Context: an optimization exercise on an open-source flow, tuned for small area, a short achievable clock period and few clock cycles. The choices shown serve that exercise and are no tape-out recipe. Function was checked by simulation only, so behaviour that the tests miss may differ from the original. Power and IR drop assume default switching activity.

## flow/config.mk

```make
export PLATFORM = sky130hd
export DESIGN_NAME = router_top
export DESIGN_NICKNAME = router_top
export VERILOG_FILES = /design/flow/design.v
export SDC_FILE = /design/flow/constraint.sdc
export NUM_CORES = 4
export LEC_CHECK = 0
export CAP_MARGIN = 20
export CORE_MARGIN = 2
export CORE_UTILIZATION = 35
export SETUP_SLACK_MARGIN = 4.0
export SLEW_MARGIN = 20
```

## flow/constraint.sdc

```tcl
create_clock -name core_clock -period 7.5 [get_ports {clk}]
set_input_delay 1.5000 -clock core_clock [delete_from_list [all_inputs] [get_ports {clk}]]
set_output_delay 1.5000 -clock core_clock [all_outputs]
set_load 0.01 [all_outputs]
```

## flow/design.v

```verilog
`timescale 1ns/1ps
package router_pkg;
  localparam int NUM_PORTS = 5;
  localparam int NUM_VCS   = 2;
  localparam int NUM_STR   = NUM_PORTS * NUM_VCS;    
  localparam int COORD_W   = 2;
  localparam int PAYLOAD_W = 16;
  localparam int KIND_W    = 2;
  localparam int VC_W      = 1;
  localparam int COUNT_W   = 16;
  localparam int FLIT_W    = KIND_W + VC_W + 2 * COORD_W + PAYLOAD_W;
  localparam int PAYLOAD_LSB = 0;
  localparam int DY_LSB      = PAYLOAD_LSB + PAYLOAD_W;
  localparam int DX_LSB      = DY_LSB + COORD_W;
  localparam int VC_LSB      = DX_LSB + COORD_W;
  localparam int KIND_LSB    = VC_LSB + VC_W;
  typedef logic [FLIT_W-1:0]  flit_t;
  typedef logic [COORD_W-1:0] coord_t;
  typedef logic [COUNT_W-1:0] count_t;
  function automatic logic is_first(input flit_t f);
    is_first = (f[KIND_LSB +: KIND_W] == 2'd0) || (f[KIND_LSB +: KIND_W] == 2'd3);
  endfunction
  function automatic logic is_last(input flit_t f);
    is_last = f[KIND_LSB + 1];
  endfunction
endpackage
`timescale 1ns/1ps
module vc_buffer #(
  parameter router_pkg::coord_t ROUTER_X = 1,
  parameter router_pkg::coord_t ROUTER_Y = 2
) (
  input  logic                               clk,
  input  logic                               rst_n,
  input  logic                               offer,      
  input  router_pkg::flit_t                  wr_data,
  input  logic                               pop,
  output router_pkg::flit_t                  head,
  output logic [router_pkg::NUM_PORTS-1:0]   first_req,
  output logic                               valid
);
  router_pkg::coord_t                dx, dy;
  logic [router_pkg::NUM_PORTS-1:0]  route;
  logic [router_pkg::NUM_PORTS-1:0]  req_q;
  logic                              push;
  assign dx = wr_data[router_pkg::DX_LSB +: router_pkg::COORD_W];
  assign dy = wr_data[router_pkg::DY_LSB +: router_pkg::COORD_W];
  always_comb begin
    logic go;
    go = router_pkg::is_first(wr_data);
    route    = '0;
    route[2] = go && (dx > ROUTER_X);
    route[3] = go && (dx < ROUTER_X);
    route[0] = go && (dx == ROUTER_X) && (dy > ROUTER_Y);
    route[1] = go && (dx == ROUTER_X) && (dy < ROUTER_Y);
    route[4] = go && (dx == ROUTER_X) && (dy == ROUTER_Y);
  end
  assign push = offer && !pop;
  always_ff @(posedge clk or negedge rst_n) begin
    if (!rst_n) valid <= 1'b0;
    else if (push) valid <= 1'b1;
    else if (pop) valid <= 1'b0;
  end
  always_ff @(posedge clk) begin
    if (!valid) head <= wr_data;
  end
  always_ff @(posedge clk or negedge rst_n) begin
    if (!rst_n) req_q <= '0;
    else if (!valid) req_q <= offer ? route : '0;
    else if (pop) req_q <= '0;
  end
  assign first_req = req_q;
endmodule
`timescale 1ns/1ps
module rr_arbiter #(
  parameter int NUM_REQS = 10
) (
  input  logic                clk,
  input  logic                rst_n,
  input  logic [NUM_REQS-1:0] req,
  input  logic                advance,
  output logic [NUM_REQS-1:0] grant,
  output logic [NUM_REQS-1:0] last_win
);
  logic [NUM_REQS-1:0] mask;        
  function automatic logic [NUM_REQS-1:0] first_one(input logic [NUM_REQS-1:0] r);
    logic seen;
    seen = 1'b0;
    for (int i = 0; i < NUM_REQS; i++) begin
      first_one[i] = r[i] && !seen;
      seen = seen || r[i];
    end
  endfunction
  assign grant = (|(req & mask)) ? first_one(req & mask) : first_one(req);
  always_comb begin
    for (int i = 0; i < NUM_REQS; i++)
      last_win[i] = !mask[i] && ((i == NUM_REQS - 1) || mask[(i == NUM_REQS - 1) ? i : i + 1]);
  end
  always_ff @(posedge clk or negedge rst_n) begin
    if (!rst_n) begin
      mask <= '0;
    end else if (advance && (|req)) begin
      for (int i = 0; i < NUM_REQS; i++) begin
        mask[i] <= 1'b0;
        for (int j = 0; j < i; j++) if (grant[j]) mask[i] <= 1'b1;
      end
    end
  end
endmodule
`timescale 1ns/1ps
module input_unit #(
  parameter router_pkg::coord_t ROUTER_X = 1,
  parameter router_pkg::coord_t ROUTER_Y = 2
) (
  input  logic                                        clk,
  input  logic                                        rst_n,
  input  logic                                        in_valid,
  input  router_pkg::flit_t                           in_flit,
  output logic                                        in_ready,
  input  logic [router_pkg::NUM_VCS-1:0]              owning,
  input  logic [router_pkg::NUM_VCS-1:0]              pop,
  output router_pkg::flit_t [router_pkg::NUM_VCS-1:0] head,
  output logic [router_pkg::NUM_VCS-1:0]              valid,
  output logic [router_pkg::NUM_VCS-1:0]              buffered,
  output logic [router_pkg::NUM_VCS-1:0][router_pkg::NUM_PORTS-1:0] first_req
);
  logic                           vc;
  logic [router_pkg::NUM_VCS-1:0] ready;
  logic [router_pkg::NUM_VCS-1:0] defer;
  logic                           deferred;
  assign vc = in_flit[router_pkg::VC_LSB];
  assign defer[0] = owning[1] && !buffered[1] && !owning[0] && !deferred;
  assign defer[1] = owning[0] && !buffered[0] && !owning[1] && !deferred;
  for (genvar v = 0; v < router_pkg::NUM_VCS; v++) begin : g_rdy
    assign ready[v] = !buffered[v] && !defer[v];
  end
  assign in_ready = ready[vc];
  always_ff @(posedge clk or negedge rst_n) begin
    if (!rst_n) deferred <= 1'b0;
    else deferred <= in_valid && defer[vc];
  end
  for (genvar v = 0; v < router_pkg::NUM_VCS; v++) begin : g_vc
    router_pkg::flit_t  bhead;
    logic               offer;
    assign offer = in_valid && (vc == v[0]) && ready[v];
    vc_buffer #(
      .ROUTER_X (ROUTER_X),
      .ROUTER_Y (ROUTER_Y)
    ) u_buf (
      .clk       (clk),
      .rst_n     (rst_n),
      .offer     (offer),
      .wr_data   (in_flit),
      .pop       (pop[v]),
      .head      (bhead),
      .first_req (first_req[v]),
      .valid     (buffered[v])
    );
    assign valid[v] = buffered[v] || offer;
    always_comb begin
      head[v] = buffered[v] ? bhead : in_flit;
      head[v][router_pkg::VC_LSB] = v[0];
    end
  end
endmodule
`timescale 1ns/1ps
module switch_allocator (
  input  logic                                                        clk,
  input  logic                                                        rst_n,
  input  logic [router_pkg::NUM_STR-1:0]                              valid,
  input  logic [router_pkg::NUM_STR-1:0][router_pkg::NUM_PORTS-1:0]   first_req,
  input  router_pkg::flit_t [router_pkg::NUM_STR-1:0]                 head,
  input  logic [router_pkg::NUM_PORTS-1:0]                            take,
  output logic [router_pkg::NUM_STR-1:0]                              owning,
  output logic [router_pkg::NUM_STR-1:0]                              pop,
  output logic [router_pkg::NUM_PORTS-1:0]                            load,
  output router_pkg::flit_t [router_pkg::NUM_PORTS-1:0]               load_flit
);
  localparam int NS = router_pkg::NUM_STR;
  localparam int NP = router_pkg::NUM_PORTS;
  logic [NP-1:0][NS-1:0] owner;
  logic [NP-1:0]         locked;
  logic [NP-1:0][NS-1:0] arb_gnt;
  logic [NP-1:0][NS-1:0] gnt;
  logic [NP-1:0]         load_last;
  logic [NS-1:0]         last;
  always_comb begin
    for (int s = 0; s < NS; s++) begin
      last[s]     = router_pkg::is_last(head[s]);
    end
  end
  for (genvar o = 0; o < NP; o++) begin : g_out
    logic [NS-1:0] fr;
    for (genvar s = 0; s < NS; s++) begin : g_req
      assign fr[s] = first_req[s][o];
    end
    rr_arbiter #(.NUM_REQS(NS)) u_arb (
      .clk      (clk),
      .rst_n    (rst_n),
      .req      (fr),
      .advance  (!locked[o] && take[o]),
      .grant    (arb_gnt[o]),
      .last_win (owner[o])
    );
    assign gnt[o]  = locked[o] ? (owner[o] & valid) : arb_gnt[o];
    assign load[o] = take[o] && (locked[o] ? (|(owner[o] & valid)) : (|fr));
    always_comb begin
      load_flit[o] = '0;
      load_last[o] = 1'b0;
      for (int s = 0; s < NS; s++) begin
        load_flit[o] = load_flit[o] | ({router_pkg::FLIT_W{gnt[o][s]}} & head[s]);
        load_last[o] = load_last[o] | (gnt[o][s] & last[s]);
      end
    end
    always_ff @(posedge clk or negedge rst_n) begin
      if (!rst_n) locked[o] <= 1'b0;
      else if (load[o]) locked[o] <= !load_last[o];
    end
  end
  always_comb begin
    pop = '0;
    for (int o = 0; o < NP; o++) pop = pop | (gnt[o] & {NS{take[o]}});
  end
  always_ff @(posedge clk or negedge rst_n) begin
    if (!rst_n) owning <= '0;
    else begin
      for (int s = 0; s < NS; s++)
        if (pop[s]) owning[s] <= !last[s];
    end
  end
endmodule
`timescale 1ns/1ps
module output_stage (
  input  logic                                          clk,
  input  logic                                          rst_n,
  input  logic [router_pkg::NUM_PORTS-1:0]              load,
  input  router_pkg::flit_t [router_pkg::NUM_PORTS-1:0] load_flit,
  output logic [router_pkg::NUM_PORTS-1:0]              take,
  output logic [router_pkg::NUM_PORTS-1:0]              out_valid,
  output router_pkg::flit_t [router_pkg::NUM_PORTS-1:0] out_flit,
  input  logic [router_pkg::NUM_PORTS-1:0]              out_ready,
  output router_pkg::count_t                            packets_routed
);
  logic [2:0] leaving;
  assign take = ~out_valid | out_ready;
  always_ff @(posedge clk or negedge rst_n) begin
    if (!rst_n) out_valid <= '0;
    else out_valid <= load | (out_valid & ~out_ready);
  end
  always_ff @(posedge clk) begin
    for (int p = 0; p < router_pkg::NUM_PORTS; p++)
      if (take[p]) out_flit[p] <= load_flit[p];
  end
  logic [router_pkg::NUM_PORTS-1:0] closing;
  logic [3:0]                       low_sum;
  logic [router_pkg::COUNT_W-4:0]   high, high_carry;
  always_comb begin
    for (int p = 0; p < router_pkg::NUM_PORTS; p++)
      closing[p] = out_valid[p] && router_pkg::is_last(out_flit[p]);
    leaving = '0;
    for (int p = 0; p < router_pkg::NUM_PORTS; p++)
      leaving = leaving + {2'b0, closing[p] && out_ready[p]};
    low_sum  = {1'b0, packets_routed[2:0]} + {1'b0, leaving};
    high     = packets_routed[router_pkg::COUNT_W-1:3];
    high_carry[0] = 1'b1;
    for (int i = 1; i <= router_pkg::COUNT_W - 4; i++)
      high_carry[i] = high_carry[i-1] && high[i-1];
  end
  always_ff @(posedge clk or negedge rst_n) begin
    if (!rst_n) packets_routed <= '0;
    else packets_routed <= {high ^ (high_carry & {(router_pkg::COUNT_W-3){low_sum[3]}}), low_sum[2:0]};
  end
endmodule
`timescale 1ns/1ps
module router_top #(
  parameter router_pkg::coord_t ROUTER_X = 1,
  parameter router_pkg::coord_t ROUTER_Y = 2
) (
  input  logic                                                    clk,
  input  logic                                                    rst_n,
  input  logic [router_pkg::NUM_PORTS-1:0]                        in_valid,
  input  router_pkg::flit_t [router_pkg::NUM_PORTS-1:0]           in_flit,
  output logic [router_pkg::NUM_PORTS-1:0]                        in_ready,
  output logic [router_pkg::NUM_PORTS-1:0]                        out_valid,
  output router_pkg::flit_t [router_pkg::NUM_PORTS-1:0]           out_flit,
  input  logic [router_pkg::NUM_PORTS-1:0]                        out_ready,
  output router_pkg::count_t                                      packets_routed
);
  localparam int NP = router_pkg::NUM_PORTS;
  localparam int NS = router_pkg::NUM_STR;
  logic [NP-1:0] take;
  logic [NP-1:0] load;
  router_pkg::flit_t [NP-1:0] load_flit;
  logic [NS-1:0]         pop;
  logic [NS-1:0]         valid;
  logic [NS-1:0]         buffered;
  logic [NS-1:0]         owning;
  router_pkg::flit_t [NS-1:0] head;
  logic [NS-1:0][NP-1:0] first_req;
  for (genvar p = 0; p < NP; p++) begin : g_port
    input_unit #(
      .ROUTER_X (ROUTER_X),
      .ROUTER_Y (ROUTER_Y)
    ) u_in (
      .clk       (clk),
      .rst_n     (rst_n),
      .in_valid  (in_valid[p]),
      .in_flit   (in_flit[p]),
      .in_ready  (in_ready[p]),
      .owning    (owning[2*p +: 2]),
      .pop       (pop[2*p +: 2]),
      .head      (head[2*p +: 2]),
      .valid     (valid[2*p +: 2]),
      .buffered  (buffered[2*p +: 2]),
      .first_req (first_req[2*p +: 2])
    );
  end
  switch_allocator u_alloc (
    .clk       (clk),
    .rst_n     (rst_n),
    .valid     (valid),
    .first_req (first_req),
    .head      (head),
    .take      (take),
    .owning    (owning),
    .pop       (pop),
    .load      (load),
    .load_flit (load_flit)
  );
  output_stage u_out (
    .clk            (clk),
    .rst_n          (rst_n),
    .load           (load),
    .load_flit      (load_flit),
    .take           (take),
    .out_valid      (out_valid),
    .out_flit       (out_flit),
    .out_ready      (out_ready),
    .packets_routed (packets_routed)
  );
endmodule
```

## flow/run.sh

```bash
#!/bin/bash
# synth_recipe.tcl (not shown) runs the flow's synth.tcl, then flattens the netlist and writes it again
# the make line also repeats each setting of config.mk as NAME=value (left out here)
make -C /OpenROAD-flow-scripts/flow DESIGN_CONFIG=/design/flow/config.mk WORK_HOME=/design/flow/orfs CLKGATE_MAP_FILE= SYNTH_SCRIPT=/design/flow/synth_recipe.tcl finish
```

==> impl_metrics.json, run 1 <==
{
  "hpwl_mm": 86.32,
  "vias": 29550,
  "status": "finished clean",
  "drt_wl_total_mm": 148.0,
  "finalCritPeriodShare": 0.5322,
  "syn_inst": 3024,
  "cts_made_buffers": 53,
  "cts_tree": "yes",
  "synth_edf_count": 115,
  "clock_path_buffers": 3,
  "swShare": 0.4746,
  "nets": 3440,
  "crit_path_start_kind": "primary input",
  "p_comb_frac": 0.549,
  "required_ps": 8050,
  "grt_usage": 0.3504,
  "ys.flop_type": "dfxtp_1",
  "h-tree-depth": 2,
  "wl_per_cell_um": 33.69,
  "leakagePower_nw": 14.12,
  "finalSetupTns_ps": 0,
  "yosysSeqAreaShare": 0.4242,
  "clkTransAtPathRegs_ps": 60,
  "grt_pass1_vias": 27220,
  "port_buffers": 267,
  "ir_drop_mv": 0.2148,
  "synth_area_mm2": 0.02714,
  "layout_min_cycle_time_ps": 3992,
  "finalClockSkew_ps": 53.28,
  "grt_overflow": 0,
  "first_iter_violations": 5699,
  "power_switching_mw": 8.000,
  "synth_area_per_cell_um2": 8.974,
  "dieArea_mm2": 0.07978,
  "hp-start": "u_out.packets_routed[15]",
  "worstMarginPinSlew_ps": 1170,
  "drtPass1Iterations": 13,
  "crit_arrival_ps": 4540,
  "rr_worst_depth": 15,
  "hold_viol_final": 0,
  "r2r_slack_ps": 3870,
  "rsz0062_at_grt": "yes",
  "antenna_found_initial": 4,
  "p_int_mw": 8.856,
  "synth_cell_types": 109,
  "whs_path_depth": 1,
  "root_buffer": "clkbuf_16",
  "synth_seq_cells": 481,
  "whs_endpoint": "u_out.packets_routed[15]",
  "rr_startpoint": "u_out.out_flit[45]",
  "path_class": "primary input to flip-flop",
  "final_common_cell": "nand2_1",
  "post-route-drc-count": 0,
  "holdCritPathClass": "flip-flop to flip-flop",
  "layout-drive-gt1-share": 0.1460,
  "rows": 102,
  "ant_nets": 0,
  "setup_slack_ps": 3508,
  "coreArea_mm2": 0.07708,
  "setup_violations": 0,
  "endpoint_kind": "flip-flop",
  "layout_common_cells": "nand2_1, clkdlybuf4s50_1, inv_1, nor2_1, dfxtp_1",
  "slew-limit-headroom": 0.2155,
  "seq_power_share": 0.284,
  "fmax_mhz": 250.5,
  "clock-sinks": 481,
  "fillers": 7443,
  "power.density_mw_per_mm2": 485.8,
  "pre_cts_ws_ps": 2151,
  "synthArstFlopShare": 0.3035,
  "vias_per_cell": 6.729,
  "cap_violations": 0,
  "die_x_um": 282.5,
  "grt_max_degree": 89,
  "initial_core_util": 0.3520,
  "reg2reg_to": "u_out.packets_routed[14]",
  "pwr-share-clk": 0.167,
  "synth_warnings": 5,
  "grt_pass1_wl_mm": 199.4,
  "areaGrowthSynthToFinish_pct": 27.86,
  "io_pins": 268,
  "worst_skew_pair.late_latency_ps": 680,
  "gp_congestion": 1.025,
  "finalMaxSlewViolations": 0,
  "fp.dieH_um": 282.5,
  "cp_max_fo": 3,
  "syn_nets": 3160
}
[flip-flops by register name, indices dropped and copies added (netlist names)]
| signal | flops |
|---|---|
| g_port.u_in.g_vc.u_buf.head | 220 |
| u_out.out_flit | 115 |
| g_port.u_in.g_vc.u_buf.req_q | 50 |
| u_alloc.g_out.u_arb.mask | 45 |
| u_out.packets_routed | 16 |
| g_port.u_in.g_vc.u_buf.valid | 10 |
| u_alloc.owning | 10 |
| g_port.u_in.deferred | 5 |
| u_alloc.locked | 5 |
| u_out.out_valid | 5 |
[cells by family (layout without fill, tap and decap cells)]
logic type,Yosys count,after routing,synth area share
xor+xnor,18,18,0.005809
mux,233,234,0.08908
fa+ha+maj,9,9,0.004979
flops,481,481,0.4242
other cells,0,3,0
simple gates,984,986,0.1812
compound gates,843,847,0.2274
buf+inv,456,774,0.06727
[final cells by class]
type	count	area, µm²	area share
repair buffers	424	4303	0.1240
well taps	1040	1301	0.03750
diodes	3	7.507	0.0002164
clock inverters	37	430.4	0.01240
flip-flops and latches	481	11530	0.3322
inverters	249	955.9	0.02755
clock buffers	63	1394	0.04017
repair inverters	1	7.507	0.0002164
multi-input cells	2094	14770	0.4257
[power by group through the flow]
stage               Combinational, mW  Clock, mW  Sequential, mW
floorplan                        4.53          0            4.59
global placement                 7.96          0            4.75
detailed placement               7.96          0            4.74
CTS                              8.47       2.82            4.74
global route                     9.42       2.93            4.87
finish                           9.25       2.82            4.78
[worst max-delay path by stage]
stage	endpoint	cells past startpoint	startpoint
finish	u_out.packets_routed[14]	16	out_ready[0]
global route	u_out.packets_routed[15]	16	out_ready[0]
CTS	u_out.packets_routed[14]	16	out_ready[0]
detailed placement	g_port[2].u_in.g_vc[1].u_buf.req_q[1]	10	out_ready[2]
global placement	u_out.packets_routed[15]	16	out_ready[0]
floorplan	u_out.packets_routed[15]	15	out_ready[0]
[cell usage after synthesis (all sizes together) (10+ instances only)]
master	instances	area (µm²)
and2	22	137.6
o22ai	205	1282
and3	24	150.1
a21oi	61	320.3
o221ai	26	227.7
nor4	15	100.1
inv	243	912.1
o2111ai	14	135.1
a221oi	62	543.0
a22o	16	140.1
or4	28	210.2
clkbuf	137	514.2
xnor2	11	96.34
o21ai	123	615.6
a31o	10	87.59
a222oi	39	390.4
o21a	11	82.58
a32o	14	140.1
or3	18	112.6
nand3	126	650.6
nor3b	24	180.2
nor4b	18	182.7
mux2i	175	1764
nand2	303	1140
o2bb2ai	23	201.4
a211oi	27	207.7
dfxtp	220	4404
a31oi	30	239.0
nor2	231	869.6
nand2b	11	68.82
nand3b	12	90.09
dfrtp	146	3654
nor2b	27	168.9
nand4	36	225.2
nor3	43	215.2
mux2	58	653.1
buf	70	376.6
edfxtp	115	3453
a22oi	80	600.6
[critical path: stages]
cell	delay, ps
buf_6	90
and3_4	180
ha_4	260
inv_2	30
fa_1	470
inv_1	40
ha_2	170
fa_1	500
ha_1	290
a21o_1	150
a21oi_4	70
nor4b_4	270
nand3_2	150
nor2_4	150
nand2_1	80
xnor2_1	120
[routing by layer]
metal  global-route usage  wire (µm)
met1               0.4420      52860
met2               0.5003      59200
met3               0.1398      23930
met4               0.2107      11920
met5             0.003663         77
[what timing repair did]
item                                    4_1_cts  5_1_grt
resized for setup                           174       71
endpoints found under the setup margin      223      144
setup buffers                                42       38
hold buffers                                  0        0
gates cloned                                  9        6
pin swaps                                    34       30
[through the flow]
| step | cell area (µm²) | total power [mW] | instances | utilization | hold slack [ps] |
|---|---|---|---|---|---|
| floorplan | 27230 | 9.115 | 3024 | - | 434.5 |
| global placement | 31090 | 12.72 | 4194 | 0.4033 | 460.4 |
| detailed placement | 31100 | 12.70 | 4194 | 0.4035 | 461.1 |
| CTS | 34000 | 16.03 | 4345 | 0.4411 | 475.9 |
| global route | 34690 | 17.23 | 4390 | 0.4501 | 490.6 |
| finish | 34700 | 16.86 | 4392 | 0.4501 | 462.4 |
Testbench counts, summed over its fixed seeds: cycles 3,423.
==> inputs of run 2 (changes only) <==
--- a/flow/design.v
+++ b/flow/design.v
@@ -116,7 +116,6 @@
   input  logic                                        in_valid,
   input  router_pkg::flit_t                           in_flit,
   output logic                                        in_ready,
-  input  logic [router_pkg::NUM_VCS-1:0]              owning,
   input  logic [router_pkg::NUM_VCS-1:0]              pop,
   output router_pkg::flit_t [router_pkg::NUM_VCS-1:0] head,
   output logic [router_pkg::NUM_VCS-1:0]              valid,
@@ -125,19 +124,11 @@
 );
   logic                           vc;
   logic [router_pkg::NUM_VCS-1:0] ready;
-  logic [router_pkg::NUM_VCS-1:0] defer;
-  logic                           deferred;
   assign vc = in_flit[router_pkg::VC_LSB];
-  assign defer[0] = owning[1] && !buffered[1] && !owning[0] && !deferred;
-  assign defer[1] = owning[0] && !buffered[0] && !owning[1] && !deferred;
   for (genvar v = 0; v < router_pkg::NUM_VCS; v++) begin : g_rdy
-    assign ready[v] = !buffered[v] && !defer[v];
+    assign ready[v] = !buffered[v];
   end
   assign in_ready = ready[vc];
-  always_ff @(posedge clk or negedge rst_n) begin
-    if (!rst_n) deferred <= 1'b0;
-    else deferred <= in_valid && defer[vc];
-  end
   for (genvar v = 0; v < router_pkg::NUM_VCS; v++) begin : g_vc
     router_pkg::flit_t  bhead;
     logic               offer;
@@ -170,7 +161,6 @@
   input  logic [router_pkg::NUM_STR-1:0][router_pkg::NUM_PORTS-1:0]   first_req,
   input  router_pkg::flit_t [router_pkg::NUM_STR-1:0]                 head,
   input  logic [router_pkg::NUM_PORTS-1:0]                            take,
-  output logic [router_pkg::NUM_STR-1:0]                              owning,
   output logic [router_pkg::NUM_STR-1:0]                              pop,
   output logic [router_pkg::NUM_PORTS-1:0]                            load,
   output router_pkg::flit_t [router_pkg::NUM_PORTS-1:0]               load_flit
@@ -220,13 +210,6 @@
     pop = '0;
     for (int o = 0; o < NP; o++) pop = pop | (gnt[o] & {NS{take[o]}});
   end
-  always_ff @(posedge clk or negedge rst_n) begin
-    if (!rst_n) owning <= '0;
-    else begin
-      for (int s = 0; s < NS; s++)
-        if (pop[s]) owning[s] <= !last[s];
-    end
-  end
 endmodule
 `timescale 1ns/1ps
 module output_stage (
@@ -240,7 +223,6 @@
   input  logic [router_pkg::NUM_PORTS-1:0]              out_ready,
   output router_pkg::count_t                            packets_routed
 );
-  logic [2:0] leaving;
   assign take = ~out_valid | out_ready;
   always_ff @(posedge clk or negedge rst_n) begin
     if (!rst_n) out_valid <= '0;
@@ -250,24 +232,45 @@
     for (int p = 0; p < router_pkg::NUM_PORTS; p++)
       if (take[p]) out_flit[p] <= load_flit[p];
   end
-  logic [router_pkg::NUM_PORTS-1:0] closing;
-  logic [3:0]                       low_sum;
-  logic [router_pkg::COUNT_W-4:0]   high, high_carry;
+  localparam int NP = router_pkg::NUM_PORTS;
+  localparam int HW = router_pkg::COUNT_W - 3;
+  logic [NP-1:0]   closing;
+  logic [NP:0]     at_least;
+  logic [NP:0]     exactly;
+  logic [2:0]      low;
+  logic [2:0]      low_after [0:NP];
+  logic [NP:0]     carry_after;
+  logic [HW-1:0]   high, high_flip;
+  logic [2:0]      low_d;
+  logic            carry_d;
   always_comb begin
-    for (int p = 0; p < router_pkg::NUM_PORTS; p++)
+    for (int p = 0; p < NP; p++)
       closing[p] = out_valid[p] && router_pkg::is_last(out_flit[p]);
-    leaving = '0;
-    for (int p = 0; p < router_pkg::NUM_PORTS; p++)
-      leaving = leaving + {2'b0, closing[p] && out_ready[p]};
-    low_sum  = {1'b0, packets_routed[2:0]} + {1'b0, leaving};
-    high     = packets_routed[router_pkg::COUNT_W-1:3];
-    high_carry[0] = 1'b1;
-    for (int i = 1; i <= router_pkg::COUNT_W - 4; i++)
-      high_carry[i] = high_carry[i-1] && high[i-1];
+    at_least = {{NP{1'b0}}, 1'b1};
+    for (int p = 0; p < NP; p++)
+      if (closing[p] && out_ready[p]) at_least = {at_least[NP-1:0], 1'b1};
+    for (int k = 0; k < NP; k++) exactly[k] = at_least[k] && !at_least[k+1];
+    exactly[NP] = at_least[NP];
+    low  = packets_routed[2:0];
+    high = packets_routed[router_pkg::COUNT_W-1:3];
+    for (int k = 0; k <= NP; k++) begin
+      logic [3:0] sum;
+      sum            = {1'b0, low} + 4'(k);
+      low_after[k]   = sum[2:0];
+      carry_after[k] = sum[3];
+    end
+    high_flip[0] = 1'b1;
+    for (int i = 1; i < HW; i++) high_flip[i] = high_flip[i-1] && high[i-1];
+    low_d   = '0;
+    carry_d = 1'b0;
+    for (int k = 0; k <= NP; k++) begin
+      low_d   = low_d | ({3{exactly[k]}} & low_after[k]);
+      carry_d = carry_d | (exactly[k] && carry_after[k]);
+    end
   end
   always_ff @(posedge clk or negedge rst_n) begin
     if (!rst_n) packets_routed <= '0;
-    else packets_routed <= {high ^ (high_carry & {(router_pkg::COUNT_W-3){low_sum[3]}}), low_sum[2:0]};
+    else packets_routed <= {high ^ (high_flip & {HW{carry_d}}), low_d};
   end
 endmodule
 `timescale 1ns/1ps
@@ -293,7 +296,6 @@
   logic [NS-1:0]         pop;
   logic [NS-1:0]         valid;
   logic [NS-1:0]         buffered;
-  logic [NS-1:0]         owning;
   router_pkg::flit_t [NS-1:0] head;
   logic [NS-1:0][NP-1:0] first_req;
   for (genvar p = 0; p < NP; p++) begin : g_port
@@ -306,7 +308,6 @@
       .in_valid  (in_valid[p]),
       .in_flit   (in_flit[p]),
       .in_ready  (in_ready[p]),
-      .owning    (owning[2*p +: 2]),
       .pop       (pop[2*p +: 2]),
       .head      (head[2*p +: 2]),
       .valid     (valid[2*p +: 2]),
@@ -321,7 +322,6 @@
     .first_req (first_req),
     .head      (head),
     .take      (take),
-    .owning    (owning),
     .pop       (pop),
     .load      (load),
     .load_flit (load_flit)
==> flow/flow/run.sh (new file) <==
#!/bin/bash
# Layout flow: the standard flow unchanged, except that the port buffers placement
# inserts are plain sky130_fd_sc_hd__buf_2 cells instead of the delay cell buffer_ports
# picks by default. Every input and output port still gets its own buffer, and the timing
# repair that follows may resize them like any other buffer.
# The whole make output (every ORFS step) goes to standard_flow.log in the work folder;
# ORFS also keeps each step's log under orfs/logs.
set -euo pipefail
bash standard.sh "BUFFER_PORTS_ARGS=-buffer_cell sky130_fd_sc_hd__buf_2" finish > standard_flow.log 2>&1
==> flow/standard.sh (new file) <==
#!/bin/bash
# synth_recipe.tcl (not shown) runs the flow's synth.tcl, then flattens the netlist and writes it again
# the make line also repeats each setting of config.mk as NAME=value (left out here)
make -C /OpenROAD-flow-scripts/flow DESIGN_CONFIG=/design/flow/config.mk WORK_HOME=/design/flow/orfs CLKGATE_MAP_FILE= SYNTH_SCRIPT=/design/flow/synth_recipe.tcl "${@:-finish}"
removed: flow/run.sh
==> run 2 against run 1 <==
Die area shrank 3.0%. Sequential cell count shrank 15. Sequential share of layout area grew 2.6 points. Critical endpoint is now u_out.out_flit[22]. Critical path depth shrank 7. Fmax grew 10%. Cell count shrank 4.7%. Hold slack gained 0.52 ps. Synthesized cell count shrank 2.2%. Largest power group unchanged. Sequential power shrank 1%. Cell area shrank 10%. Non-clock buffer count shrank 68. Highest routed layer unchanged.
==> impl_metrics.json, run 2 <==
{
  "coreArea_mm2": 0.07445,
  "vias": 28330,
  "gp_congestion": 1.020,
  "synth_top_cells_by_count": "nand2_1, inv_1, dfxtp_1, mux2i_1, nor2_1",
  "p_total_mw": 15.07,
  "rsz0062_at_grt": "yes",
  "drt_wl_total_mm": 135.2,
  "post-route-drc-count": 0,
  "rows": 100,
  "endpoint_kind": "flip-flop",
  "layout_common_cells": "nand2_1, buf_2, inv_1, dfxtp_1, nor2_1",
  "finalMaxSlewViolations": 0,
  "status": "finished clean",
  "holdCritPathClass": "flip-flop to flip-flop",
  "setup_slack_ps": 3885,
  "synth_warnings": 6,
  "rr_startpoint": "g_port[0].u_in.g_vc[0].u_buf.req_q[2]",
  "seq_area_mm2": 0.01115,
  "initial_core_util": 0.3535,
  "synth_area_leader_cell": "dfxtp_1",
  "multi_input_area_mm2": 0.01391,
  "reg_top3": "g_port.u_in.g_vc.u_buf.head x220, u_out.out_flit x115, g_port.u_in.g_vc.u_buf.req_q x50",
  "grt_pass1_wl_mm": 188.8,
  "cap_violations": 0,
  "synth_cell_types": 86,
  "rr_worst_depth": 7,
  "swShare": 0.4809,
  "port_buffers": 267,
  "hpwl_mm": 87.28,
  "finalCritPeriodShare": 0.4821,
  "pwr-share-clk": 0.179,
  "leakagePower_nw": 13.31,
  "grt_max_degree": 68,
  "endpoint": "u_out.out_flit[22]",
  "clock-sinks": 466,
  "synth_most_common_cell": "nand2_1",
  "io_pins": 268,
  "p_comb_frac": 0.508,
  "layout_min_cycle_time_ps": 3615,
  "synth.area.top_cells": "dfxtp_1, edfxtp_1, dfrtp_1",
  "setup_violations": 0,
  "r2r_slack_ps": 3950,
  "crit_arrival_ps": 3930,
  "reg2reg_to": "g_port[4].u_in.g_vc[1].u_buf.req_q[4]",
  "required_ps": 7810,
  "holdWs_ps": 463.0,
  "final_common_cell": "nand2_1",
  "seq_power_share": 0.313,
  "grt_pass1_vias": 26620,
  "synthArstFlopShare": 0.2811,
  "fillers": 7417,
  "worst_skew_pair.late_latency_ps": 670,
  "critPathLaunch": "in_valid[2]",
  "areaGrowthSynthToFinish_pct": 18.22,
  "cts_made_buffers": 52,
  "fmax_mhz": 276.6,
  "wl_per_cell_um": 32.31,
  "hold_viol_final": 0,
  "power.density_mw_per_mm2": 484.3,
  "pre_cts_ws_ps": 3016,
  "root_buffer": "clkbuf_16",
  "slew-limit-headroom": 0.1714,
  "syn_nets": 3090,
  "p_int_mw": 7.822,
  "first_iter_violations": 5617,
  "yosysSeqAreaShare": 0.4231,
  "synth_top_area_share": 0.1674,
  "dieArea_mm2": 0.07740,
  "clkTransAtPathRegs_ps": 60,
  "fp.dieH_um": 278.2,
  "grt_overflow": 0,
  "synth_seq_cells": 466,
  "finalClockSkew_ps": 82.46,
  "synth_area_mm2": 0.02632,
  "top_register": "g_port.u_in.g_vc.u_buf.head",
  "cts_tree": "yes",
  "synth_area_per_cell_um2": 8.900,
  "worstMarginPinSlew_ps": 1238,
  "path_class": "primary input to flip-flop",
  "ant_nets": 0,
  "drtPass1Iterations": 10,
  "cp_max_fo": 18,
  "power_switching_mw": 7.247,
  "finalSetupTns_ps": 0,
  "grt_usage": 0.3346,
  "largest_reg_flops": 220,
  "synth_edf_count": 115,
  "vias_per_cell": 6.769,
  "layout-drive-gt1-share": 0.1687,
  "syn_inst": 2957,
  "die_x_um": 278.2,
  "nets": 3301,
  "h-tree-depth": 2,
  "antenna_found_initial": 7,
  "clock_path_buffers": 3,
  "ys.flop_type": "dfxtp_1",
  "crit_path_start_kind": "primary input",
  "ir_drop_mv": 0.2134
}
==> run 2: cell types whose count changed after synthesis, sizes merged, moves of 25 or more <==
cell / previous run / this run
nand2: 303 / 271
o22a: 8 / 46
mux2: 58 / 5
buf: 70 / 25
mux2i: 175 / 214
clkbuf: 137 / 175
a22oi: 80 / 55
nand3: 126 / 91
or3: 18 / 50
==> run 2: power groups by stage <==
stage | Combinational (mW) | Sequential [mW] | Clock [mW]
global placement | 7.20 | 4.72 | 0
detailed placement | 7.20 | 4.70 | 0
CTS | 7.27 | 4.68 | 2.71
floorplan | 4.34 | 4.43 | 0
global route | 7.91 | 4.81 | 2.81
finish | 7.66 | 4.71 | 2.70
==> run 2: cells by family (layout without fill, tap and decap cells) <==
| family | after synthesis | after routing | share of synthesized area |
|---|---|---|---|
| mux | 219 | 219 | 0.08401 |
| flops | 466 | 466 | 0.4231 |
| other cells | 0 | 4 | 0 |
| compound gates | 898 | 899 | 0.2529 |
| fa+ha+maj | 6 | 6 | 0.002853 |
| xor+xnor | 27 | 27 | 0.008986 |
| simple gates | 872 | 872 | 0.1597 |
| buf+inv | 469 | 723 | 0.06832 |
==> run 2: layout make-up <==
type,count,share of cell area
diodes,4,0.0003217
clock buffers,78,0.04854
clock inverters,20,0.008244
inverters,269,0.03282
multi-input cells,2023,0.4470
flip-flops and latches,466,0.3584
well taps,969,0.03897
repair buffers,356,0.06571
==> run 2: repair_timing <==
item / CTS / global route
cloned: 0 / 1
pin swaps: 4 / 6
endpoints found under the setup margin: 138 / 112
setup buffers: 8 / 11
gates resized for setup: 26 / 21
hold endpoints to repair: 0 / 0
hold buffers: 0 / 0
==> run 2: worst max-delay path: stages <==
cell and delay, ps:
buf_2 110, nor2b_1 120, buf_4 180, o21ai_1 380, o22ai_2 320, buf_4 370, a221oi_1 330, nand4_1 130
or3_1 450
==> run 2: worst min-delay path by stage <==
stage          cells after the start                      startpoint                             end
6_report                           1        u_out.packets_routed[15]        u_out.packets_routed[15]
5_1_grt                            1        u_out.packets_routed[15]        u_out.packets_routed[15]
4_1_cts                            1        u_out.packets_routed[15]        u_out.packets_routed[15]
3_5_place_dp                       1        u_out.packets_routed[15]        u_out.packets_routed[15]
3_3_place_gp                       1        u_out.packets_routed[15]        u_out.packets_routed[15]
2_1_floorplan                      2  u_alloc.g_out[3].u_arb.mask[7]  u_alloc.g_out[3].u_arb.mask[7]
==> run 2: metrics by stage <==
step | instances | area (µm²) | utilization
detailed placement | 4063 | 29000 | 0.3895
floorplan | 2957 | 26330 | -
global placement | 4062 | 28990 | 0.3894
finish | 4185 | 31110 | 0.4179
global route | 4185 | 31110 | 0.4179
CTS | 4169 | 30930 | 0.4154
==> run 2: layer usage <==
| layer | wire length (µm) | GRT usage | vias up |
|---|---|---|---|
| met5 | 7 | 0 | - |
| met4 | 9685 | 0.2046 | 2 |
| met3 | 20350 | 0.1206 | 618 |
| met2 | 55020 | 0.4799 | 2519 |
| met1 | 50140 | 0.4275 | 13530 |
| li1 | - | - | 11660 |
Testbench counts of run 2, summed over its fixed seeds: cycles 3,446.
==> inputs of run 3 (changes only) <==
--- a/flow/design.v
+++ b/flow/design.v
@@ -171,6 +171,7 @@
   logic [NP-1:0]         locked;
   logic [NP-1:0][NS-1:0] arb_gnt;
   logic [NP-1:0][NS-1:0] gnt;
+  logic [NP-1:0][NS-1:0] sel;
   logic [NP-1:0]         load_last;
   logic [NS-1:0]         last;
   always_comb begin
@@ -193,11 +194,12 @@
     );
     assign gnt[o]  = locked[o] ? (owner[o] & valid) : arb_gnt[o];
     assign load[o] = take[o] && (locked[o] ? (|(owner[o] & valid)) : (|fr));
+    assign sel[o] = locked[o] ? owner[o] : arb_gnt[o];
     always_comb begin
       load_flit[o] = '0;
       load_last[o] = 1'b0;
       for (int s = 0; s < NS; s++) begin
-        load_flit[o] = load_flit[o] | ({router_pkg::FLIT_W{gnt[o][s]}} & head[s]);
+        load_flit[o] = load_flit[o] | ({router_pkg::FLIT_W{sel[o][s]}} & head[s]);
         load_last[o] = load_last[o] | (gnt[o][s] & last[s]);
       end
     end
==> run 3 against run 2 <==
Highest routed layer unchanged. Die area up 4.0%. Largest cell class unchanged. Routed wire length is 6.6% higher. Global-route usage grew 0.74 points. Still clean. Hold slack improved by 12 ps.
==> impl_metrics.json, run 3 <==
{
  "reg2reg_to": "u_out.out_flit[90]",
  "synth_top_cells_by_count": "inv_1, nand2_1, dfxtp_1, nor2_1, o22ai_1",
  "post-route-drc-count": 0,
  "pre_cts_ws_ps": 2730,
  "final_common_cell": "buf_2",
  "synth_edf_count": 115,
  "seq_power_share": 0.280,
  "whs_path_depth": 1,
  "slowest_stage": "mux2_2",
  "clock-sinks": 466,
  "power_switching_mw": 8.355,
  "synth_warnings": 6,
  "finalCritPeriodShare": 0.4746,
  "areaGrowthSynthToFinish_pct": 16.56,
  "hold_viol_final": 0,
  "cts_tree": "yes",
  "synth_area_per_cell_um2": 8.879,
  "placed_cells_incl_taps": 4244,
  "grt_max_degree": 97,
  "pwr-share-clk": 0.172,
  "syn_inst": 3084,
  "crit_path_max_incr_delay_ps": 930,
  "crit_path_start_kind": "flip-flop",
  "vias": 29590,
  "cap_violations": 0,
  "crit_family": "multiplexers",
  "top_register": "g_port.u_in.g_vc.u_buf.head",
  "layout_min_cycle_time_ps": 3559,
  "slew-limit-headroom": 0.1732,
  "drtPass1Iterations": 10,
  "required_ps": 7840,
  "layout_common_cells": "buf_2, inv_1, nand2_1, dfxtp_1, nor2_1",
  "placed_area_mm2": 0.02977,
  "cp_max_fo": 23,
  "p_total_mw": 16.74,
  "path_cells": "a222oi_1, buf_4, buf_4, and3_1, nand3_1, mux2_2, o22ai_1, a211oi_1, nand3_1",
  "first_iter_violations": 5588,
  "endpoint_kind": "flip-flop",
  "critPathBufInv": 2,
  "status": "finished clean",
  "path_class": "flip-flop to flip-flop",
  "dieArea_mm2": 0.08049,
  "cts_made_buffers": 54,
  "gp_congestion": 1.048,
  "ys.flop_type": "dfxtp_1",
  "finalClockSkew_ps": 68.28,
  "grt_usage": 0.3420,
  "synth_top_area_share": 0.1608,
  "synth_fa_ha_area_frac": 0.003107,
  "crit_arrival_ps": 3900,
  "stdcell_count": 4363,
  "stdcell_area_mm2": 0.03192,
  "holdCritPathClass": "flip-flop to flip-flop",
  "wl_per_cell_um": 33.04,
  "power.density_mw_per_mm2": 524.6,
  "reg_top3": "g_port.u_in.g_vc.u_buf.head x220, u_out.out_flit x115, g_port.u_in.g_vc.u_buf.req_q x50",
  "grt_overflow": 0,
  "vias_per_cell": 6.782,
  "coreArea_mm2": 0.07747,
  "setup_slack_ps": 3941,
  "ir_drop_mv": 0.2052,
  "grt_pass1_wl_mm": 201.3,
  "io_pins": 268,
  "port_buffers": 267,
  "swShare": 0.4990,
  "synth_area_mm2": 0.02738,
  "r2r_slack_ps": 3940,
  "synth-compound-area-share": 0.2754,
  "rr_startpoint": "g_port[0].u_in.g_vc[1].u_buf.req_q[3]",
  "synthArstFlopShare": 0.2811,
  "synth_top_family_by_area": "compound AO/OA/AOI/OAI gates",
  "finalMaxSlewViolations": 0,
  "die_x_um": 283.7,
  "rsz0062_at_grt": "yes",
  "synth.area.top_cells": "dfxtp_1, edfxtp_1, dfrtp_1",
  "p_int_mw": 8.388,
  "hpwl_mm": 88.58,
  "leakagePower_nw": 13.31,
  "clock_path_buffers": 3,
  "root_buffer": "clkbuf_16",
  "p_comb_frac": 0.548,
  "h-tree-depth": 2,
  "rows": 102,
  "finalSetupTns_ps": 0,
  "grt_pass1_vias": 27580,
  "yosysSeqAreaShare": 0.4067,
  "setup_violations": 0,
  "whs_endpoint": "u_out.packets_routed[15]",
  "synth_cell_types": 90,
  "initial_core_util": 0.3535,
  "hp-start": "u_out.packets_routed[15]",
  "layout-drive-gt1-share": 0.1857,
  "yosys.area_share.simple": 0.1535,
  "clkTransAtPathRegs_ps": 60,
  "cp.depth": 9,
  "syn_nets": 3217,
  "synth_seq_cells": 466,
  "muxShareOfSynthArea": 0.08320,
  "largest_reg_flops": 220,
  "rr_worst_depth": 9,
  "fmax_mhz": 281.0,
  "ant_nets": 0,
  "nets": 3405,
  "drt_wl_total_mm": 144.1,
  "synth_xor_area_frac": 0.007676,
  "synth_most_common_cell": "inv_1",
  "worst_skew_pair.late_latency_ps": 680,
  "synth_area_leader_cell": "dfxtp_1",
  "fp.dieH_um": 283.7,
  "worstMarginPinSlew_ps": 1240,
  "antenna_found_initial": 8,
  "postCtsHoldBufs": 0
}
==> run 3: cell types whose count changed in the layout (fill, tap and decap cells not counted), moves of 40 or more <==
cell	previous run	this run
or3_1	50	8
a211oi_1	23	94
mux2_2	5	66
o22a_1	46	6
mux2i_1	208	149
==> run 3: worst register-to-register path: stages, from the launching register on <==
cell	delay (ps)
dfrtp_1	620
a222oi_1	200
buf_4	180
buf_4	150
and3_1	170
nand3_1	190
mux2_2	930
o22ai_1	200
a211oi_1	360
nand3_1	270
==> run 3: worst max path at each step <==
stage | end | from | slack (ps)
2_1_floorplan | g_port[2].u_in.g_vc[1].u_buf.req_q[3] | out_ready[0] | 4010
3_3_place_gp | g_port[2].u_in.g_vc[1].u_buf.req_q[1] | out_ready[4] | 2830
3_5_place_dp | g_port[2].u_in.g_vc[1].u_buf.req_q[3] | out_ready[4] | 2730
4_1_cts | in_ready[4] | in_flit[112] | 3970
5_1_grt | u_out.out_flit[94] | u_alloc.locked[4] | 3940
6_report | u_out.out_flit[90] | g_port[0].u_in.g_vc[1].u_buf.req_q[3] | 3940
==> run 3: what timing repair did <==
action | CTS | global route
setup endpoints to repair | 91 | 68
pin swaps | 2 | 1
gates cloned | 2 | 0
buffers inserted | 6 | 1
hold endpoints to repair | 0 | 0
resized for setup | 23 | 16
==> run 3: cell families after synthesis <==
| group | Yosys count |
|---|---|
| adder cells (fa/ha/maj) | 7 |
| multiplexers | 219 |
| buffers and inverters | 474 |
| flip-flops | 466 |
| AND/OR/NAND/NOR | 865 |
| XOR/XNOR | 24 |
| AO/OA/AOI/OAI | 1029 |
==> run 3: cell type report <==
cell class / instances / area, µm²
Inverter: 263 / 1001
Antenna cell: 5 / 12.51
Sequential cell: 466 / 11150
Clock inverter: 33 / 417.9
Tap cell: 1040 / 1301
Timing Repair inverter: 2 / 10.01
Fill cell: 7763 / 45550
Clock buffer: 69 / 1488
Multi-Input combinational cell: 2144 / 14590
Timing Repair Buffer: 341 / 1947
==> run 3: per-stage QoR <==
| stage | utilization | hold WS (ps) |
|---|---|---|
| after CTS | 0.4106 | 487.8 |
| after global placement | 0.3842 | 460.5 |
| final | 0.4120 | 475.0 |
| after floorplan | - | 494.7 |
| after detailed placement | 0.3842 | 464.7 |
| after global routing | 0.4119 | 492.3 |
==> run 3: metal layers <==
metal,up-vias,global-route usage,part of all wire
li1,12110,-,-
met1,13980,0.4395,0.36
met2,2750,0.4858,0.40
met3,733,0.1377,0.17
met4,8,0.1872,0.067
met5,-,0.001190,0.00040
==> run 3: power groups by stage <==
stage	registers [mW]	clock network [mW]	logic (mW)
after floorplan	4.47	0	5.27
after global placement	4.68	0	8.54
after detailed placement	4.68	0	8.56
after CTS	4.65	2.88	8.63
after global routing	4.79	2.97	9.40
final	4.69	2.87	9.18
Testbench counts of run 3, summed over its fixed seeds: cycles 3,446.
==> inputs of run 4 (changes only) <==
--- a/flow/design.v
+++ b/flow/design.v
@@ -171,7 +171,6 @@
   logic [NP-1:0]         locked;
   logic [NP-1:0][NS-1:0] arb_gnt;
   logic [NP-1:0][NS-1:0] gnt;
-  logic [NP-1:0][NS-1:0] sel;
   logic [NP-1:0]         load_last;
   logic [NS-1:0]         last;
   always_comb begin
@@ -194,12 +193,11 @@
     );
     assign gnt[o]  = locked[o] ? (owner[o] & valid) : arb_gnt[o];
     assign load[o] = take[o] && (locked[o] ? (|(owner[o] & valid)) : (|fr));
-    assign sel[o] = locked[o] ? owner[o] : arb_gnt[o];
     always_comb begin
       load_flit[o] = '0;
       load_last[o] = 1'b0;
       for (int s = 0; s < NS; s++) begin
-        load_flit[o] = load_flit[o] | ({router_pkg::FLIT_W{sel[o][s]}} & head[s]);
+        load_flit[o] = load_flit[o] | ({router_pkg::FLIT_W{gnt[o][s]}} & head[s]);
         load_last[o] = load_last[o] | (gnt[o][s] & last[s]);
       end
     end
==> flow/flow/run.sh (replaced) <==
#!/bin/bash
# Layout flow: the standard flow unchanged, except that the port buffers placement
# inserts are plain sky130_fd_sc_hd__buf_1 cells instead of the delay cell buffer_ports
# picks by default. Every input and output port still gets its own buffer, and the timing
# repair that follows may resize them like any other buffer.
# The whole make output (every ORFS step) goes to standard_flow.log in the work folder;
# ORFS also keeps each step's log under orfs/logs.
set -euo pipefail
bash standard.sh "BUFFER_PORTS_ARGS=-buffer_cell sky130_fd_sc_hd__buf_1" finish > standard_flow.log 2>&1
==> run 4 against run 3 <==
Global-route usage fell by 1.2 points. Core utilization rose by 0.55 points. Via count fell by 3.7%. Combinational power fell by 16%. Still clean on timing, DRC and antenna.
==> impl_metrics.json, run 4 <==
{
  "syn_nets": 3090,
  "whs_path_depth": 1,
  "gp_congestion": 1.011,
  "antenna_found_initial": 12,
  "synth_area_mm2": 0.02632,
  "top_register": "g_port.u_in.g_vc.u_buf.head",
  "p_int_mw": 7.779,
  "clkTransAtPathRegs_ps": 60,
  "vias_per_cell": 6.782,
  "setup_violations": 0,
  "swShare": 0.4852,
  "leakagePower_nw": 12.66,
  "slew-limit-headroom": 0.2020,
  "clock-sinks": 466,
  "finalMaxSlewViolations": 0,
  "nets": 3314,
  "initial_core_util": 0.3535,
  "whs_endpoint": "u_out.packets_routed[15]",
  "synth_warnings": 6,
  "layout-drive-gt1-share": 0.09829,
  "syn_inst": 2957,
  "hp-start": "u_out.packets_routed[15]",
  "busiest_layer": "met2",
  "synth_top_area_share": 0.1674,
  "dieArea_mm2": 0.07740,
  "setup_slack_ps": 3892,
  "port_buffers": 267,
  "first_iter_violations": 5802,
  "slowest_stage": "a21boi_2",
  "reg2reg_to": "g_port[2].u_in.g_vc[1].u_buf.req_q[1]",
  "rr_startpoint": "g_port[2].u_in.g_vc[1].u_buf.req_q[0]",
  "coreArea_mm2": 0.07445,
  "path_cells": "buf_1, nor2b_4, o2111ai_1, a21boi_2, buf_4, o22ai_1, or3_1",
  "status": "finished clean",
  "ys.flop_type": "dfxtp_1",
  "finalClockSkew_ps": 60.56,
  "vias": 28500,
  "synth_cell_types": 86,
  "final_common_cell": "nand2_1",
  "use_met3": 0.1176,
  "fp.dieH_um": 278.2,
  "h-tree-depth": 2,
  "postCtsHoldBufs": 0,
  "die_x_um": 278.2,
  "ant_nets": 0,
  "synth_top_cells_by_count": "nand2_1, inv_1, dfxtp_1, mux2i_1, nor2_1",
  "worstMarginPinSlew_ps": 1192,
  "grt_max_degree": 66,
  "io_pins": 268,
  "path_class": "primary input to flip-flop",
  "grt_usage": 0.3303,
  "p_comb_frac": 0.511,
  "hold_viol_final": 0,
  "synth_seq_cells": 466,
  "cts_made_buffers": 52,
  "rr_worst_depth": 6,
  "use_met2": 0.4710,
  "drtPass1Iterations": 10,
  "worst_skew_pair.late_latency_ps": 670,
  "synth_edf_count": 115,
  "layout_min_cycle_time_ps": 3608,
  "cap_violations": 0,
  "clock_path_buffers": 3,
  "synth.area.top_cells": "dfxtp_1, edfxtp_1, dfrtp_1",
  "power.density_mw_per_mm2": 486.2,
  "grt_pass1_vias": 26350,
  "root_buffer": "clkbuf_16",
  "wl_per_cell_um": 32.27,
  "synth_area_per_cell_um2": 8.900,
  "holdCritPathClass": "flip-flop to flip-flop",
  "cts_tree": "yes",
  "areaGrowthSynthToFinish_pct": 18.10,
  "finalSetupTns_ps": 0,
  "placed_area_mm2": 0.02867,
  "stdcell_area_mm2": 0.03108,
  "post-route-drc-count": 0,
  "seq_power_share": 0.310,
  "drt_wl_total_mm": 135.6,
  "crit_path_start_kind": "primary input",
  "synthArstFlopShare": 0.2811,
  "power_switching_mw": 7.331,
  "layout_common_cells": "nand2_1, inv_1, buf_1, dfxtp_1, mux2i_1",
  "pre_cts_ws_ps": 2923,
  "largest_reg_flops": 220,
  "synth_area_leader_cell": "dfxtp_1",
  "fillers": 7392,
  "synth_most_common_cell": "nand2_1",
  "reg_top3": "g_port.u_in.g_vc.u_buf.head x220, u_out.out_flit x115, g_port.u_in.g_vc.u_buf.req_q x50",
  "hpwl_mm": 85.36,
  "rows": 100,
  "crit_arrival_ps": 3950,
  "fmax_mhz": 277.2,
  "required_ps": 7840,
  "grt_overflow": 0,
  "r2r_slack_ps": 3970,
  "endpoint_kind": "flip-flop",
  "pwr-share-clk": 0.180,
  "cp_max_fo": 8,
  "yosysSeqAreaShare": 0.4231,
  "gr-usage-met1": 0.4228,
  "finalCritPeriodShare": 0.4810,
  "ir_drop_mv": 0.2222,
  "rsz0062_at_grt": "yes",
  "crit_path_max_incr_delay_ps": 790,
  "grt_pass1_wl_mm": 187.0
}
-- run 4: critical path, delay by kind of cell --
| family | cells | cell delay (ps) |
|---|---|---|
| buffers and inverters | 2 | 550 |
| and+or+nand+nor | 2 | 610 |
| AOI/OAI and AO/OA | 3 | 1270 |
-- run 4: power by group through the flow --
stage                     combinational (mW)  clock (mW)  sequential [mW]
after floorplan                         4.34           0             4.43
after global placement                  7.05           0             4.70
after detailed placement                7.06           0             4.69
after CTS                               7.16        2.72             4.66
after global routing                    7.98        2.83             4.76
final                                   7.71        2.71             4.68
-- run 4: timing repair --
item                                    in CTS  in global routing
pin swaps                                    3                 14
endpoints found under the setup margin     169                132
gates cloned                                 0                  5
resized for setup                           35                 50
setup buffers                                6                 22
-- run 4: kinds of logic after synthesis --
logic type / synth area share
AND/OR/NAND/NOR: 0.1597
XOR/XNOR: 0.008986
AO/OA/AOI/OAI: 0.2529
buffers and inverters: 0.06832
adder cells (fa/ha/maj): 0.002853
multiplexers: 0.08401
flip-flops: 0.4231
-- run 4: how the worst max path moves through the flow --
stage	from	to	slack [ps]	depth (start not counted)
finish	in_valid[4]	u_out.out_flit[3]	3890	7
global route	g_port[2].u_in.g_vc[1].u_buf.req_q[0]	g_port[2].u_in.g_vc[1].u_buf.req_q[1]	3970	6
CTS	in_flit[89]	in_ready[3]	4000	3
detailed placement	in_flit[112]	u_out.out_flit[91]	2920	7
global placement	in_flit[112]	u_out.out_flit[91]	3080	7
floorplan	in_valid[4]	u_out.out_flit[21]	4010	9
-- run 4: stage by stage --
step           hold WS, ps  utilization  power, mW  cells
2_1_floorplan        495.8            -      8.771   2957
3_3_place_gp         461.9       0.3850      11.75   4062
3_5_place_dp         468.0       0.3851      11.75   4063
4_1_cts              487.0       0.4115      14.54   4167
5_1_grt              506.5       0.4174      15.56   4199
6_report             474.6       0.4175      15.11   4202
-- run 4: final cells by class --
cell class / count / area, µm² / share of cell area
Inverter: 269 / 1026 / 0.03301
Sequential cell: 466 / 11150 / 0.3589
Timing Repair Buffer: 365 / 1847 / 0.05942
Clock inverter: 22 / 246.5 / 0.007931
Clock buffer: 76 / 1546 / 0.04976
Antenna cell: 8 / 20.02 / 0.0006441
Tap cell: 969 / 1212 / 0.03901
Multi-Input combinational cell: 2027 / 14030 / 0.4514
-- run 4: per-layer routing --
| layer | wire length [µm] | up-vias |
|---|---|---|
| met3 | 21770 | 763 |
| met1 | 49170 | 13300 |
| met2 | 53720 | 2722 |
| met5 | 48 | - |
| li1 | - | 11700 |
| met4 | 10880 | 6 |
Testbench counts of run 4, summed over its fixed seeds: cycles 3,446.
==> inputs of run 5 (changes only) <==
--- a/flow/design.v
+++ b/flow/design.v
@@ -38,22 +38,7 @@
   output logic [router_pkg::NUM_PORTS-1:0]   first_req,
   output logic                               valid
 );
-  router_pkg::coord_t                dx, dy;
-  logic [router_pkg::NUM_PORTS-1:0]  route;
-  logic [router_pkg::NUM_PORTS-1:0]  req_q;
   logic                              push;
-  assign dx = wr_data[router_pkg::DX_LSB +: router_pkg::COORD_W];
-  assign dy = wr_data[router_pkg::DY_LSB +: router_pkg::COORD_W];
-  always_comb begin
-    logic go;
-    go = router_pkg::is_first(wr_data);
-    route    = '0;
-    route[2] = go && (dx > ROUTER_X);
-    route[3] = go && (dx < ROUTER_X);
-    route[0] = go && (dx == ROUTER_X) && (dy > ROUTER_Y);
-    route[1] = go && (dx == ROUTER_X) && (dy < ROUTER_Y);
-    route[4] = go && (dx == ROUTER_X) && (dy == ROUTER_Y);
-  end
   assign push = offer && !pop;
   always_ff @(posedge clk or negedge rst_n) begin
     if (!rst_n) valid <= 1'b0;
@@ -63,12 +48,19 @@
   always_ff @(posedge clk) begin
     if (!valid) head <= wr_data;
   end
-  always_ff @(posedge clk or negedge rst_n) begin
-    if (!rst_n) req_q <= '0;
-    else if (!valid) req_q <= offer ? route : '0;
-    else if (pop) req_q <= '0;
+  always_comb begin
+    router_pkg::coord_t dx, dy;
+    logic               go;
+    dx = head[router_pkg::DX_LSB +: router_pkg::COORD_W];
+    dy = head[router_pkg::DY_LSB +: router_pkg::COORD_W];
+    go = valid && router_pkg::is_first(head);
+    first_req    = '0;
+    first_req[2] = go && (dx > ROUTER_X);
+    first_req[3] = go && (dx < ROUTER_X);
+    first_req[0] = go && (dx == ROUTER_X) && (dy > ROUTER_Y);
+    first_req[1] = go && (dx == ROUTER_X) && (dy < ROUTER_Y);
+    first_req[4] = go && (dx == ROUTER_X) && (dy == ROUTER_Y);
   end
-  assign first_req = req_q;
 endmodule
 `timescale 1ns/1ps
 module rr_arbiter #(
==> flow/flow/run.sh (replaced) <==
#!/bin/bash
# Layout flow: the standard flow unchanged, except that the port buffers placement
# inserts are plain sky130_fd_sc_hd__buf_2 cells instead of the delay cell buffer_ports
# picks by default. Every input and output port still gets its own buffer, and the timing
# repair that follows may resize them like any other buffer.
# The whole make output (every ORFS step) goes to standard_flow.log in the work folder;
# ORFS also keeps each step's log under orfs/logs.
set -euo pipefail
bash standard.sh "BUFFER_PORTS_ARGS=-buffer_cell sky130_fd_sc_hd__buf_2" finish > standard_flow.log 2>&1
--- a/flow/config.mk
+++ b/flow/config.mk
@@ -7,6 +7,7 @@
 export LEC_CHECK = 0
 export CAP_MARGIN = 20
 export CORE_MARGIN = 2
-export CORE_UTILIZATION = 35
+export CORE_UTILIZATION = 40
+export CTS_CLUSTER_SIZE = 30
 export SETUP_SLACK_MARGIN = 4.0
 export SLEW_MARGIN = 20
==> run 5 against run 4 <==
Cell area increased by 2.7%. Setup slack got worse by 110 ps. Still clean on timing, DRC and antenna. Hold slack worse by 7.1 ps. Synthesized cell count is 2.5% lower. Clock-buffer cell count fell by 8. Cell count shrank 3.2%. Die area is 13% lower. Largest power group unchanged. Largest cell class unchanged. Sequential cell count decreased by 50. Routed wire length grew 20%.
==> impl_metrics.json, run 5 <==
{
  "stdcell_area_mm2": 0.03191,
  "slowest_stage": "a32o_2",
  "pwr-share-clk": 0.137,
  "synth_area_leader_cell": "dfxtp_1",
  "cts_made_buffers": 50,
  "cp_max_fo": 11,
  "synth_area_mm2": 0.02597,
  "fp.dieH_um": 258.8,
  "reg_top3": "g_port.u_in.g_vc.u_buf.head x220, u_out.out_flit x115, u_alloc.g_out.u_arb.mask x45",
  "p_comb_frac": 0.611,
  "ir_drop_mv": 0.2450,
  "endpoint_kind": "flip-flop",
  "first_iter_violations": 6230,
  "power.density_mw_per_mm2": 588.8,
  "port_buffers": 267,
  "grt_overflow": 0,
  "synth_cell_types": 104,
  "finalClockSkew_ps": 58.87,
  "crit_arrival_ps": 4210,
  "finalSetupTns_ps": 0,
  "h-tree-depth": 2,
  "post-route-drc-count": 0,
  "worstMarginPinSlew_ps": 1265,
  "syn_nets": 3016,
  "critPathBufInv": 0,
  "grt_pass1_wl_mm": 218.9,
  "fillers": 6049,
  "seq_power_share": 0.252,
  "cts_tree": "yes",
  "wl_per_cell_um": 40.02,
  "largest_reg_flops": 220,
  "syn_inst": 2883,
  "crit_path_max_incr_delay_ps": 720,
  "status": "finished clean",
  "fmax_mhz": 269.0,
  "hpwl_mm": 104.1,
  "areaGrowthSynthToFinish_pct": 22.89,
  "synth_warnings": 6,
  "required_ps": 7990,
  "setup_violations": 0,
  "finalCritPeriodShare": 0.4957,
  "final_common_cell": "buf_2",
  "layout_common_cells": "buf_2, dfxtp_1, nor2_1, nand2_1, inv_1",
  "synth_most_common_cell": "dfxtp_1",
  "drtPass1Iterations": 13,
  "power_switching_mw": 10.00,
  "p_int_mw": 8.788,
  "finalMaxSlewViolations": 0,
  "antenna_found_initial": 11,
  "hold_viol_final": 0,
  "coreArea_mm2": 0.06435,
  "layout-drive-gt1-share": 0.2485,
  "swShare": 0.5323,
  "grt_max_degree": 52,
  "gp_congestion": 1.066,
  "vias_per_cell": 7.545,
  "layout_min_cycle_time_ps": 3718,
  "nets": 3294,
  "grt_usage": 0.4605,
  "worst_skew_pair.late_latency_ps": 670,
  "rows": 93,
  "crit_path_start_kind": "flip-flop",
  "synth_area_per_cell_um2": 9.007,
  "die_x_um": 258.8,
  "synth_seq_cells": 416,
  "synth_top_cells_by_count": "dfxtp_1, nor2_1, nand2_1, inv_1, mux2i_1",
  "holdCritPathClass": "flip-flop to flip-flop",
  "leakagePower_nw": 12.56,
  "synth.area.top_cells": "dfxtp_1, edfxtp_1, dfrtp_1",
  "ys.flop_type": "dfxtp_1",
  "rsz0062_at_grt": "yes",
  "synth_edf_count": 115,
  "seq_area_mm2": 0.009910,
  "placed_area_mm2": 0.02857,
  "synth_top_area_share": 0.1696,
  "cap_violations": 0,
  "slew-limit-headroom": 0.1564,
  "crit_family": "compound AO/OA/AOI/OAI gates",
  "vias": 30680,
  "yosysSeqAreaShare": 0.3807,
  "clkTransAtPathRegs_ps": 60,
  "path_cells": "xor2_4, nor3_2, a221o_1, nor3_2, a32o_2, a222oi_1, nand3_1, a31oi_1",
  "multi_input_area_mm2": 0.01571,
  "synthArstFlopShare": 0.1947,
  "top_register": "g_port.u_in.g_vc.u_buf.head",
  "clock_path_buffers": 3,
  "crit_path_frequent_cell": "nor3_2",
  "ant_nets": 0,
  "initial_core_util": 0.4035,
  "dieArea_mm2": 0.06697,
  "root_buffer": "clkbuf_16",
  "drt_wl_total_mm": 162.7,
  "clock-sinks": 416,
  "path_class": "flip-flop to flip-flop",
  "grt_pass1_vias": 28780,
  "io_pins": 268
}
## run 5: cells by family after synthesis
logic type	after synthesis	synth area share
multiplexers	222	0.09030
flip-flops	416	0.3807
adder cells (fa/ha/maj)	6	0.002891
buffers and inverters	360	0.05676
XOR/XNOR	40	0.01407
AND/OR/NAND/NOR	974	0.2018
AO/OA/AOI/OAI	865	0.2535
## run 5: worst paths after layout
| kind | start | to | slack [ps] | depth (start not counted) |
|---|---|---|---|---|
| worst max-delay path | g_port[1].u_in.g_vc[1].u_buf.head[21] | u_alloc.locked[2] | 3780 | 8 |
| worst min-delay path | u_out.packets_routed[15] | u_out.packets_routed[15] | 470 | 1 |
| worst max register to register | g_port[1].u_in.g_vc[1].u_buf.head[21] | u_alloc.locked[2] | 3780 | 8 |
| worst min register to register | u_out.packets_routed[15] | u_out.packets_routed[15] | 470 | 1 |
| max in group asynchronous | rst_n | g_port[2].u_in.g_vc[0].u_buf.valid | 5400 | 2 |
| min in group asynchronous | rst_n | u_out.packets_routed[11] | 800 | 1 |
## run 5: power by group through the flow
stage                     logic, mW  registers [mW]  clock network (mW)
after floorplan                5.70            4.29                   0
after global placement         9.82            4.63                   0
after detailed placement       9.85            4.63                   0
after CTS                      10.3            4.64                2.57
after global routing           11.5            4.78                2.65
final                          11.5            4.74                2.58
## run 5: what timing repair did
item | in CTS | in global routing
endpoints found under the setup margin | 141 | 139
hold buffers | 0 | 0
pin swaps | 11 | 10
gates cloned | 3 | 4
buffers inserted | 25 | 22
gates resized for setup | 110 | 90
## run 5: metrics by stage
stage          instances  setup slack [ps]    util  hold WS, ps  power, mW
5_1_grt             4058              3913  0.4956        490.7      18.98
3_3_place_gp        3908              2942  0.4436        452.2      14.45
3_5_place_dp        3910              3103  0.4441        456.9      14.48
2_1_floorplan       2883              3983       -        471.7      9.994
6_report            4066              3782  0.4959        467.5      18.79
4_1_cts             4032              3945  0.4841        468.7      17.49
## run 5: cell type report
cell class,instances,share of cell area
inverter,169,0.02011
timing repair buffer,414,0.08932
sequential,416,0.3105
antenna,8,0.0006274
tap,855,0.03352
clock buffer,68,0.04486
clock inverter,26,0.008705
multi-input combinational,2110,0.4923
## run 5: layer usage
metal,part of all wire,GRT usage
met3,0.15,0.1699
met2,0.40,0.6649
met4,0.099,0.3471
met5,0.00031,0
met1,0.35,0.5576
Testbench counts of run 5, summed over its fixed seeds: cycles 3,446.

## re-timing with driven ports
The flow's constraints put no driver on any port. The routed layouts listed below were extracted and timed again, unchanged, in two steps.
Step 1 sets driving cells, clkbuf_16 on the clock port and buf_2 on the other inputs (assumed; they add their load-dependent delay and slew).
Step 2 moves the port delays by t, midway between the first and last clock arrival at a register: inputs arrive t later, outputs are due t later. That takes back most of the time a late clock gives input paths.
Slacks: ideal / step 1 / step 2; pairs: ideal / step 1.
run	shift t [ns]	setup slack, ns	worst register clock-pin slew, ns	worst data-port slew with drivers (ns)
run 1	0.714	3.508 / 3.522 / 2.808	0.07 / 0.07	0.14
run 2	0.696	3.885 / 3.928 / 3.233	0.07 / 0.07	0.13
run 3	0.710	3.941 / 3.916 / 3.373	0.07 / 0.07	0.17
run 4	0.703	3.892 / 3.906 / 3.233	0.07 / 0.07	0.14
run 5	0.707	3.782 / 3.782 / 3.316	0.07 / 0.07	0.08
After both steps setup and hold are still met in every run listed. The setup slack of run 1, which loses most, moves by +0.014 ns with the drivers and by -0.700 ns with both steps.
